This design comes from an exercise in tuning for a short achievable clock period, few clock cycles per item and low power on the open sky130 flow, not from production work. RTL that was checked went through simulation tests only; none was proved equivalent to the original. Power and IR drop assume default switching activity.

== run 1 ==
Design fmul_pipe, start of the top module:
module fmul_pipe
#(
    parameter int EXP   = 8,
    parameter int FRAC  = 23,
    parameter int WIDTH = EXP + FRAC + 1
) (
    input  logic              clk,
    input  logic              rst,
    input  logic              in_valid,
    output logic              in_ready,
    input  logic [WIDTH-1:0]  a,
    input  logic [WIDTH-1:0]  b,
    input  logic [1:0]        round_mode,
    output logic              out_valid,
    input  logic              out_ready,
    output logic [WIDTH-1:0]  r,
    output logic [NFLAGS-1:0] flags
);
    logic acc;
    assign acc = in_valid & in_ready;
    logic [7:0]  ea, eb;
    logic [22:0] fa, fb;
    assign ea = a[30:23]; assign fa = a[22:0];
    assign eb = b[30:23]; assign fb = b[22:0];
    logic za, zb, ia, ib, na, nb;
    assign za = (ea == 8'd0) & (fa == 23'd0);
    assign zb = (eb == 8'd0) & (fb == 23'd0);
    assign ia = (&ea) & (fa == 23'd0);
    assign ib = (&eb) & (fb == 23'd0);
    assign na = (&ea) & (|fa);
    assign nb = (&eb) & (|fb);
    logic w_nan, w_inf, w_spec;
    assign w_nan  = na | nb | ((ia | ib) & (za | zb));
    assign w_inf  = ~w_nan & (ia | ib);
    assign w_spec = na | nb | ia | ib | za | zb;
    logic [23:0] ma, mb;
    assign ma = {|ea, fa};
    assign mb = {|eb, fb};
    logic [9:0] w_esum;
    assign w_esum = 10'({2'b0, (ea == 8'd0) ? 8'd1 : ea}) + 10'({2'b0, (eb == 8'd0) ? 8'd1 : eb}) - 10'd127;
    logic [4:0] lza, lzb;
    always_comb begin
        lza = 5'd0;
        lzb = 5'd0;
        for (int k = 0; k < 24; k++) begin
            if (ma[k]) lza = 5'(23 - k);
            if (mb[k]) lzb = 5'(23 - k);
        end
    end
    logic w_rne, w_dirup;
    assign w_rne   = (round_mode == 2'd0);
    assign w_dirup = (round_mode == 2'd3 & ~(a[31] ^ b[31])) | (round_mode == 2'd2 & (a[31] ^ b[31]));
  ...
Size in the first run: about 3400 cells after synthesis, roughly 460 flip-flops, about 0.035 mm^2 of cells after synthesis.
clock: 8.0 ns
lec_check: 0
cap_margin: 20
core_margin: 2
core_utilization: 40
cts_cluster_diameter: 150
cts_cluster_size: 20
setup_slack_margin: 4.3
slew_margin: 20
tns_end_percent: 40
run.sh (not shown) runs the stock make flow with config.mk's settings and CLKGATE_MAP_FILE= SYNTH_SCRIPT=/design/flow/synth_recipe.tcl, a recipe that flattens the netlist after the stock synthesis.
Testbench counts of run 1, summed over its fixed seeds: cycles 32,032, items 32,000.
diff inputs: run 1 => run 2
- clearing TNS_END_PERCENT, which used to be 40
- swapping 4.3 for 4.5 in SETUP_SLACK_MARGIN
- On switching power, run 1 beats run 2.
- Changes observed in run 2 relative to run 1: total non-filler cell area in the finished layout increased by 6.0% relative to the old numbers, ratio of total power to cell area decreased by about 1.2% relative to the old numbers.
### run 2 -> run 3
- changing SETUP_SLACK_MARGIN from 4.5 to 4.3
- changing CTS_CLUSTER_SIZE from 20 to 25
## What came out
Run 3: wire length of the first global-routing pass is about 2.3% lower than what run 2 reported. Run 3 consumes less power than run 2 does. Going from run 2 to run 3, clock distribution power shrank by a little under 10%.
Setup changes, run 3 to run 4
- TNS_END_PERCENT newly set to 10
- CTS_CLUSTER_SIZE changed from 25 to 20
- Looking at number of filler instances in the final layout, run 4 sits 92 higher than run 3 does.
- Run 3 → run 4: overall power after layout decreased 47 uW, total power per unit cell area increased 1.5%, wire length decreased 2.8%.
- Top achievable clock speed of run 4 falls short of that of run 3 slightly.
- From run 3 to run 4, mux share of post-synthesis cell area did not move at all.
- Going from run 3 to run 4, the relative contribution of the clock network to total power was found to have gone up by 0.7 points.
For run 5, these inputs were changed with respect to run 4:
- SLEW_MARGIN now 10, was 20
- ABC_AREA now 1, previously not set
- TNS_END_PERCENT no longer set, was 10
- CAP_MARGIN now 10, was 20
==> comparison <==
- Run 5 vs run 4 — number of placed instances, taps included climbed by more than 10%
- Weighted congestion reported at the end of routability-driven placement: run 5 vs run 4 up about 1.5%
- Looking at critical path depth, run 5 sits above run 4.
- Between run 4 and run 5, largest net degree at the start of global routing decreased.
- The worst setup path endpoint comes out qC_27_1 in one run and qC_26_1 in the other, namely in run 4 and run 5 respectively.
- Looking at startpoint of the worst setup timing path, the xa_B[9] result is from run 4; the xa_B[5] one comes from run 5.
- The final-layout fill cell count reported for run 5 is greater than that of run 4 by 519.
- Diff run 4 -> run 5 | number of buffers and inverters on the critical path | increase of 1

---

Another version of the RTL of fmul_pipe (not shown whole).
Size: ~3,600 cells after synthesis, ~440 flip-flops, about 110 I/O pins.
==> flow/design.v (excerpt) <==
module fmul_pipe
#(
    parameter int EXP   = 8,
    parameter int FRAC  = 23,
    parameter int WIDTH = EXP + FRAC + 1
) (
    input  logic              clk,
    input  logic              rst,
    input  logic              in_valid,
    output logic              in_ready,
    input  logic [WIDTH-1:0]  a,
    input  logic [WIDTH-1:0]  b,
    input  logic [1:0]        round_mode,
    output logic              out_valid,
    input  logic              out_ready,
    output logic [WIDTH-1:0]  r,
    output logic [NFLAGS-1:0] flags
);
Settings: LEC_CHECK=0, CAP_MARGIN=20, CORE_MARGIN=2, CORE_UTILIZATION=65, PLACE_DENSITY=0.75, SETUP_SLACK_MARGIN=4.5, SLEW_MARGIN=20; clock period 8.0 ns.
The baseline finished with timing, DRC and antenna clean.
==> next run, changes <==
--- a/flow/config.mk
+++ b/flow/config.mk
@@ -10,2 +10 @@
-export CORE_UTILIZATION = 65
-export PLACE_DENSITY = 0.75
+export CORE_UTILIZATION = 40
Effect: Cell area rose by 1.9%; power barely changes; combinational power increases by 3.3%; non-clock buffer count grows by 37; final cell count goes up by 11%; worst hold slack improves by 0.011 ns; wire length fell by 4.0%; utilization shrinks by 30 points; critical path depth is unchanged.
Function was not checked in any run of this note: the RTL went through the layout flow alone.

---

fjord:
RTL: one of the versions met above, not the one the previous note started from.
Size: ~4,300 cells after synthesis, roughly 460 flip-flops, roughly 110 I/O pins, roughly 36,000 sq um of cells after synthesis.
==> flow/config.mk <==
export PLATFORM = sky130hd
export DESIGN_NAME = fmul_pipe
export DESIGN_NICKNAME = fmul_pipe
export VERILOG_FILES = /design/flow/design.v
export SDC_FILE = /design/flow/constraint.sdc
export NUM_CORES = 4
export LEC_CHECK = 0
export ABC_AREA = 1
export CAP_MARGIN = 20
export CORE_MARGIN = 2
export CORE_UTILIZATION = 40
export CTS_CLUSTER_DIAMETER = 150
export CTS_CLUSTER_SIZE = 20
export SETUP_SLACK_MARGIN = 4.2
export SLEW_MARGIN = 20
==> flow/constraint.sdc <==
create_clock -name core_clock -period 8.0 [get_ports {clk}]
set_input_delay 1.6000 -clock core_clock [delete_from_list [all_inputs] [get_ports {clk}]]
set_output_delay 1.6000 -clock core_clock [all_outputs]
set_load 0.01 [all_outputs]
Having completed the whole flow, fjord delivered a layout that passed the timing, design-rule and antenna checks.
Testbench counts of fjord, summed over its fixed seeds: cycles 32,032, items 32,000.
What onyx does differently from fjord at the input level:
diff --git a/flow/config.mk b/flow/config.mk
--- a/flow/config.mk
+++ b/flow/config.mk
@@ -8 +7,0 @@
-export ABC_AREA = 1
@@ -12,3 +11 @@
-export CTS_CLUSTER_DIAMETER = 150
-export CTS_CLUSTER_SIZE = 20
-export SETUP_SLACK_MARGIN = 4.2
+export SETUP_SLACK_MARGIN = 3.9
Notes after the runs:
- Result for onyx and fjord: all clean
- Diff fjord -> onyx | area inside the core boundary | down by a few percent
- onyx vs fjord: post-CTS resize count down by more than half
- Relative to fjord, via density per instance increased by 4.6% in onyx.
- Synthesized cell count (onyx over fjord): decrease, about 20%
- Sort onyx and fjord by worst slack at placement asc -> top: onyx
- [compare] base=fjord new=onyx: stage delay of the slowest cell on the critical path shows a reduction of 20 ps; antenna cell count shows an increase of 2.
- Reported for onyx and fjord, worst-case clock buffer depth turned out identical to the last digit.
Input changes introduced in lagoon (baseline for comparison: onyx):
diff --git a/flow/config.mk b/flow/config.mk
--- a/flow/config.mk
+++ b/flow/config.mk
@@ -11 +11,3 @@
-export SETUP_SLACK_MARGIN = 3.9
+export CTS_CLUSTER_DIAMETER = 150
+export CTS_CLUSTER_SIZE = 20
+export SETUP_SLACK_MARGIN = 4.3
| worst setup slack | lagoon vs onyx | better |. Sequential share of layout area delta for lagoon relative to onyx: 0.49 points lower. Depth of the critical timing path with buffers and inverters included sits higher in lagoon than in onyx. lagoon contains more vias than onyx. When lagoon is set beside onyx, its longest individual stage delay on the worst path turns out to be 60 ps larger. Global-route usage up 0.47 points in lagoon wrt onyx.
### lagoon -> yarrow
diff --git a/flow/config.mk b/flow/config.mk
--- a/flow/config.mk
+++ b/flow/config.mk
@@ -11,2 +10,0 @@
-export CTS_CLUSTER_DIAMETER = 150
-export CTS_CLUSTER_SIZE = 20
[summary]
Looking at sequential share of layout area across yarrow and lagoon, the one that comes out lower is yarrow.
| total global-route track usage | higher: yarrow |
yarrow vs. lagoon: design area shows an increase of 2.3%; layout overhead on the synthesized area +2.7 points; CTS buffer count increased by 24 relative to the old numbers.
[inputs] zinc vs yarrow
diff --git a/flow/config.mk b/flow/config.mk
--- a/flow/config.mk
+++ b/flow/config.mk
@@ -7,0 +8 @@
+export ABC_AREA = 1
@@ -11 +12,3 @@
-export SETUP_SLACK_MARGIN = 4.3
+export CTS_CLUSTER_DIAMETER = 150
+export CTS_CLUSTER_SIZE = 20
+export SETUP_SLACK_MARGIN = 4.45
==> results.txt <==
Row hold slack: zinc higher / yarrow lower
Compare zinc and yarrow | initial antenna violation count higher: yarrow
The higher total area of multi-input combinational cells came out of yarrow.
Of zinc and yarrow, yarrow shows the higher clock network power share, with zinc below it.
Comparing zinc and yarrow, the higher first-iteration DRC count is on zinc.
Cell area after placement up 2.8% in zinc wrt yarrow
Sort zinc and yarrow by combinational power, descending, and zinc comes first.
yarrow -> zinc: initial core utilization flat
Against yarrow as the reference, zinc delivers a lower final critical path time including I/O delays and setup.
For the synthesized cell count, zinc came in 26% higher than yarrow did.

## what the ideal ports hide
Ports are ideal in the flow. The routed layouts listed here were re-timed in OpenROAD.
Step 1 (the two cells are an assumption about what drives the block):
set clk [get_ports {clk}]
set_driving_cell -lib_cell sky130_fd_sc_hd__clkbuf_16 $clk
set_driving_cell -lib_cell sky130_fd_sc_hd__buf_2 [delete_from_list [all_inputs] $clk]
Step 2 adds t to the input delays and takes it off the output delays; t is the mean of the earliest and latest rising clock arrival at the registers after step 1. Input paths then give back, and output paths get back, about the clock's delay inside the block.
Three values: ideal, step 1, step 2; two values: the first two.
| run | shift t [ns] | slack for setup (ns) | worst hold slack (ns) | latest minus earliest clock arrival (ns) | worst data-port slew with drivers (ns) |
|---|---|---|---|---|---|
| run 1 | 0.674 | 4.276 / 4.276 / 3.728 | 0.334 / 0.334 / 0.334 | 0.044 / 0.044 | 0.05 |
| run 2 | 0.678 | 4.306 / 4.306 / 3.858 | 0.330 / 0.330 / 0.330 | 0.028 / 0.028 | 0.06 |
| run 3 | 0.663 | 4.235 / 4.235 / 3.682 | 0.334 / 0.334 / 0.334 | 0.045 / 0.045 | 0.05 |
| run 4 | 0.674 | 4.163 / 4.163 / 3.619 | 0.334 / 0.334 / 0.334 | 0.042 / 0.042 | 0.05 |
| run 5 | 0.667 | 4.402 / 4.402 / 3.780 | 0.327 / 0.327 / 0.327 | 0.036 / 0.036 | 0.06 |
| the first run of note 2 | 0.667 | 3.559 / 3.559 / 3.379 | 0.321 / 0.321 / 0.321 | 0.040 / 0.040 | 0.10 |
| the second run of note 2 | 0.633 | 3.605 / 3.605 / 3.549 | 0.331 / 0.331 / 0.331 | 0.055 / 0.055 | 0.06 |
| fjord | 0.670 | 4.271 / 4.271 / 3.743 | 0.323 / 0.323 / 0.323 | 0.032 / 0.032 | 0.05 |
| onyx | 0.674 | 3.993 / 3.993 / 3.364 | 0.326 / 0.326 / 0.326 | 0.032 / 0.032 | 0.05 |
| lagoon | 0.669 | 4.317 / 4.360 / 3.696 | 0.331 / 0.331 / 0.331 | 0.045 / 0.045 | 0.04 |
| yarrow | 0.681 | 4.301 / 4.346 / 3.664 | 0.325 / 0.325 / 0.325 | 0.031 / 0.031 | 0.04 |
| zinc | 0.657 | 4.362 / 4.362 / 3.858 | 0.332 / 0.332 / 0.332 | 0.045 / 0.046 | 0.06 |
After both steps setup and hold are still met in every run listed. For yarrow, which loses most, drivers alone change the setup slack by +0.045 ns; drivers and shift together by -0.637 ns.
